Context: an optimization exercise on an open-source flow, tuned for small area, a short achievable clock period and few clock cycles per item. The choices shown serve that exercise and are no tape-out recipe.
At most, simulation tests tie the RTL to the original design; equivalence was not proved.
Power and IR drop assume default switching activity.

JK:
==> module maxpool_out_fifo, before the edit <==
module maxpool_out_fifo #(
  parameter int FIFO_DEPTH = 16
) (
  input  logic               ap_clk,
  input  logic               areset,
  input  logic               pool_tvalid,
  output logic               pool_tready,    
  output logic               pool_room_nxt,  
  input  maxpool_pkg::elem_t pool_tdata,
  output logic               out_tvalid,
  input  logic               out_tready,
  output maxpool_pkg::elem_t out_tdata
);
  localparam int RING  = FIFO_DEPTH - 2;
  localparam int POS_W = $clog2(RING);
  localparam int CNT_W = $clog2(RING + 1);
  localparam logic [POS_W-1:0] LAST = POS_W'(RING - 1);
  maxpool_pkg::elem_t ring [RING];
  logic [CNT_W-1:0]   count;       
  logic [POS_W-1:0]   new_pos;     
  logic [POS_W-1:0]   old_pos;     
  logic [POS_W-1:0]   new_pos_inc;
  logic [POS_W-1:0]   old_pos_inc;
  logic               empty;
  logic               wr_en;
  logic               head_free;
  logic               take_ring;   
  logic               empty_nxt;
  logic               full_nxt;
  logic               ready_nxt;
  assign empty_nxt   = (count == '0 || (count == CNT_W'(1) && take_ring)) && !wr_en;
  assign full_nxt    = (count == CNT_W'(RING) || (count == CNT_W'(RING - 1) && wr_en)) && !take_ring;
  assign ready_nxt   = empty_nxt || (!full_nxt && (wr_en || new_pos == LAST));
  assign pool_room_nxt = empty ||
                         (wr_en && count < CNT_W'(RING - 1)) ||
                         (!wr_en && new_pos == LAST && count != CNT_W'(RING));
  assign wr_en       = pool_tvalid && pool_tready;
  assign head_free   = !out_tvalid || out_tready;
  assign take_ring   = head_free && !empty && (old_pos == '0);
  assign new_pos_inc = (new_pos == LAST) ? {POS_W{1'b0}} : new_pos + 1'b1;
  assign old_pos_inc = (old_pos == LAST) ? {POS_W{1'b0}} : old_pos + 1'b1;
  always_ff @(posedge ap_clk) begin
    if (areset) begin
      count      <= '0;
      empty      <= 1'b1;
      pool_tready <= 1'b1;
      new_pos    <= '0;
      old_pos    <= '0;
      out_tvalid <= 1'b0;
    end else begin
      case ({wr_en, take_ring})
        2'b10:   count <= count + 1'b1;
        2'b01:   count <= count - 1'b1;
        default: count <= count;
      endcase
      empty   <= empty_nxt;
      pool_tready <= ready_nxt;
      new_pos <= wr_en ? {POS_W{1'b0}} : new_pos_inc;
      if (wr_en && (empty || (count == CNT_W'(1) && take_ring))) old_pos <= '0;
      else if (!take_ring) old_pos <= old_pos_inc;
      out_tvalid <= take_ring || (out_tvalid && !out_tready);
    end
  end
  always_ff @(posedge ap_clk) begin
    ring[0] <= wr_en ? pool_tdata : ring[RING-1];
    for (int i = 1; i < RING; i++) ring[i] <= ring[i-1];
    if (head_free) out_tdata <= ring[0];
  end
endmodule
Settings: LEC_CHECK=0, CAP_MARGIN=20, CORE_MARGIN=2, CORE_UTILIZATION=40, CTS_CLUSTER_DIAMETER=100, CTS_CLUSTER_SIZE=28, SETUP_SLACK_MARGIN=1.8, SLEW_MARGIN=20; clock period 3.8 ns.
standard.sh (not shown) runs the stock make flow with config.mk's settings and CLKGATE_MAP_FILE= SYNTH_SCRIPT=/design/flow/synth_recipe.tcl, a recipe that flattens the netlist after the stock synthesis.
==> flow/flow/run.sh <==
#!/bin/bash
# The standard layout, with the port buffers made from buf_2 cells instead of
# the default delay buffers. Make's full output goes to standard_flow.log.
set -euo pipefail
export BUFFER_PORTS_ARGS="-buffer_cell sky130_fd_sc_hd__buf_2"
bash standard.sh > standard_flow.log 2>&1
#### Input delta (MS over JK)
--- a/flow/design.v
+++ b/flow/design.v
@@ -252,16 +252,12 @@
   logic [POS_W-1:0]   old_pos_inc;
   logic               empty;
   logic               wr_en;
   logic               head_free;
   logic               take_ring;   
-  logic               empty_nxt;
-  logic               full_nxt;
-  logic               ready_nxt;
-  assign empty_nxt   = (count == '0 || (count == CNT_W'(1) && take_ring)) && !wr_en;
-  assign full_nxt    = (count == CNT_W'(RING) || (count == CNT_W'(RING - 1) && wr_en)) && !take_ring;
-  assign ready_nxt   = empty_nxt || (!full_nxt && (wr_en || new_pos == LAST));
+  assign empty       = (count == '0);
+  assign pool_tready = empty || (count != CNT_W'(RING) && new_pos == '0);
   assign pool_room_nxt = empty ||
                          (wr_en && count < CNT_W'(RING - 1)) ||
                          (!wr_en && new_pos == LAST && count != CNT_W'(RING));
   assign wr_en       = pool_tvalid && pool_tready;
   assign head_free   = !out_tvalid || out_tready;
@@ -269,23 +265,19 @@
   assign new_pos_inc = (new_pos == LAST) ? {POS_W{1'b0}} : new_pos + 1'b1;
   assign old_pos_inc = (old_pos == LAST) ? {POS_W{1'b0}} : old_pos + 1'b1;
   always_ff @(posedge ap_clk) begin
     if (areset) begin
       count      <= '0;
-      empty      <= 1'b1;
-      pool_tready <= 1'b1;
       new_pos    <= '0;
       old_pos    <= '0;
       out_tvalid <= 1'b0;
     end else begin
       case ({wr_en, take_ring})
         2'b10:   count <= count + 1'b1;
         2'b01:   count <= count - 1'b1;
         default: count <= count;
       endcase
-      empty   <= empty_nxt;
-      pool_tready <= ready_nxt;
       new_pos <= wr_en ? {POS_W{1'b0}} : new_pos_inc;
       if (wr_en && (empty || (count == CNT_W'(1) && take_ring))) old_pos <= '0;
       else if (!take_ring) old_pos <= old_pos_inc;
       out_tvalid <= take_ring || (out_tvalid && !out_tready);
     end
### Flow results
- Compared with JK, in MS largest net degree at the start of global routing rose about 80%; final area held steady; wire length reported by the detailed router went down by 1100 µm; worst hold slack went up.
- The higher fraction of layout instances using a drive strength above 1 came out of MS.
- JK and MS ended up with nearly the same share of final layout cell area taken by clock buffers and inverters.
- Compared with JK, in MS final estimated routing congestion in global placement saw an increase; per-cell routed wire length saw a decrease; synthesized cell count saw a decrease; clock-pin slew reported for the worst setup and hold paths after clock tree synthesis saw little to no change.
- MS reached the end of the flow, and the finished layout is clean on the timing, design-rule and antenna checks.
- Critical-path maximum fanout was lower in MS than in JK.
- MS vs. JK: sequential cell count of the final layout dropped 2; total power rose by 5.2%.
Testbench counts of MS, summed over its fixed seeds: cycles 8,364, items 2,035.
Function not checked in JK: the RTL went through the layout flow alone.

-- re-timing with driven ports --
In the flow no input, the clock included, has a driving cell. The finished layouts below were timed again as built, in two steps. Step 1, drivers: a clkbuf_16 drives ap_clk and a buf_2 each remaining input, both assumed. Step 2 times the ports against the registers' clock, not the clock port: input delays grow and output delays shrink by t, the midpoint of the rising clock arrivals with the driver on. Slacks: no drivers / after step 1 / after step 2; pairs: no drivers / after step 1.
run | shift t [ns] | setup WS [ns] | latest minus earliest clock arrival (ns)
JK | 0.615 | 1.813 / 1.808 / 1.326 | 0.018 / 0.019
MS | 0.634 | 1.861 / 1.809 / 1.412 | 0.026 / 0.026
After both steps setup and hold are still met in every run listed. For JK, which loses most, drivers alone change the setup slack by -0.005 ns; drivers and shift together by -0.487 ns.
